From an optimization exercise on the open Yosys and OpenROAD flow, aimed at small area, a short achievable clock period and few clock cycles per item; shortcuts taken in it are not production practice.
In this exercise RTL edits were held to simulation tests only and were not proved equivalent to the original.

==> flow/design.v (excerpt) <==
module barometer_pressure_compensation_unit (
    input  wire logic        clk,
    input  wire logic        rst_n,
    input  wire logic        s_tvalid,
    output logic             s_tready,
    input  wire logic [23:0] s_tdata,
    output logic             m_tvalid,
    input  wire logic        m_tready,
    output logic [23:0]      m_tdata,
    output logic [0:0]       m_tuser,
    input  wire logic        cfg_we,
    input  wire logic [bpc_pkg::CFG_ADDR_BITS-1:0] cfg_addr,
    input  wire logic [bpc_pkg::COEF_BITS-1:0]     cfg_wdata
);
    logic signed [15:0] a0_reg;
    logic signed [15:0] b1_reg;
    logic signed [15:0] b2_reg;
    logic signed [13:0] c12_reg;
    logic signed [17:0] b2x3_reg;     
    logic signed [15:0] c12x3_reg;    
    logic [3:0]  ok_reg;
    logic        a0_ok, b1_ok, b2_ok, c12_ok;
    logic [15:0] a0_g, b1_g;
    logic [3:0]  vld;
    logic        en;
    logic [9:0]  p1_reg, t1_reg;
    logic [3:0]  tk_next, tk2_reg;
    logic [11:0] temp_next;
    logic [25:0] x_next, x2_reg;
    logic [27:0] y_next, y2_reg;
    logic [9:0]  p2_reg, t2_reg;
    logic [16:0]  lo_sum;
    logic        c3_reg;
    logic [28-1:0] ra3_reg, rb3_reg;
    logic [11:0] temp3_reg;
    logic [28-1:0] s_full;
    logic [25:0] v;
    logic        clip_lo4_reg, clip_hi4_reg;
    logic [12:0] hl;
    logic [11:0] h4_reg;
    logic [2:0]  g4_reg;
    logic        c4_reg;
    logic [11:0] temp4_reg;
    logic [12:0] q2;
    logic [11:0] pres;
    assign en       = !vld[3] || m_tready;
    assign s_tready = en;
  ...
Size: ~3000 cells after synthesis, roughly 74 I/O pins.
==> flow/config.mk <==
export PLATFORM = sky130hd
export DESIGN_NAME = barometer_pressure_compensation_unit
export DESIGN_NICKNAME = barometer_pressure_compensation_unit
export VERILOG_FILES = /design/flow/design.v
export SDC_FILE = /design/flow/constraint.sdc
export NUM_CORES = 4
export LEC_CHECK = 0
export ABC_AREA = 1
export CAP_MARGIN = 20
export CORE_MARGIN = 2
export CORE_UTILIZATION = 40
export CTS_BUF_LIST = sky130_fd_sc_hd__clkbuf_4
export SETUP_SLACK_MARGIN = 2.5
export SLEW_MARGIN = 20
==> flow/constraint.sdc <==
create_clock -name core_clock -period 7.5 [get_ports {clk}]
set_input_delay 1.5000 -clock core_clock [delete_from_list [all_inputs] [get_ports {clk}]]
set_output_delay 1.5000 -clock core_clock [all_outputs]
set_load 0.01 [all_outputs]
standard.sh (not shown) runs the stock make flow with config.mk's settings and CLKGATE_MAP_FILE= SYNTH_SCRIPT=/design/flow/synth_recipe.tcl, a recipe that flattens the netlist after the stock synthesis.
==> flow/flow/run.sh <==
#!/bin/bash
# The standard layout, with one step added between synthesis and floorplan.
# polarity.py rewrites the synthesized netlist without changing its function:
#  - a full adder complements both outputs when its three inputs are
#    complemented, so each fa cell takes its inputs in whichever polarity needs
#    fewer inverters; a half adder whose inputs are both wanted complemented
#    is rebuilt as an xor2 and a nor2 of those complements;
#  - each fa cell's latest-arriving input goes to its carry-input pin, the
#    fastest of the three (the cell is symmetric in them).
# Registers and every other step are the standard flow's, except that the
# ports are buffered with buf_2 cells (BUFFER_PORTS_ARGS) rather than the slow
# delay-buffer cell the resizer picks. Each tool's output is logged here.
set -euo pipefail
res=orfs/results/${FLOW_PLATFORM}/barometer_pressure_compensation_unit/base
bash standard.sh synth > standard_synth.log 2>&1
cp "$res/1_2_yosys.v" synth_netlist.v
python3 flow/polarity.py synth_netlist.v "$res/1_2_yosys.v" > polarity.log 2>&1
touch "$res/1_2_yosys.v"
bash standard.sh "BUFFER_PORTS_ARGS=-buffer_cell sky130_fd_sc_hd__buf_2" finish > standard_finish.log 2>&1
Other scripts of this flow, unchanged in this note and not shown: flow/flow/polarity.py
Testbench counts at the start, summed over its fixed seeds: cycles 12,032, items 12,000.
Edit:
- CORE_UTILIZATION: 40 -> 50
- GPL_ROUTABILITY_DRIVEN: not set -> 0
=>
- count of clock-buffer cells in the layout came out higher by 1
- non-clock buffer count goes down by 9
- wire length went down by 2.8%
- final area hardly moves
- sequential share of layout area stays flat

## separate check: timing with driven ports
No port has a modelled driver above. Below, the same layouts with a new extraction and two added sets of constraints. Step 1, drivers: a clkbuf_16 drives clk and a buf_2 each remaining input, both assumed. Step 2 moves the port delays by t, midway between the first and last clock arrival at a register: inputs arrive t later, outputs are due t later. That takes back most of the time a late clock gives input paths. Three values: ideal ports, drivers, drivers and shift; two values: the first two.
run | t, ns | setup WS [ns] | hold WS [ns] | worst setup path at the end | worst register clock-pin slew, ns
the first run | 0.852 | 2.579 / 2.579 / 2.579 | 0.409 / 0.409 / 0.409 | register to register | 0.09 / 0.09
the second run | 0.891 | 2.549 / 2.549 / 2.549 | 0.386 / 0.386 / 0.386 | register to register | 0.08 / 0.08
After both steps every run listed still meets setup and hold.
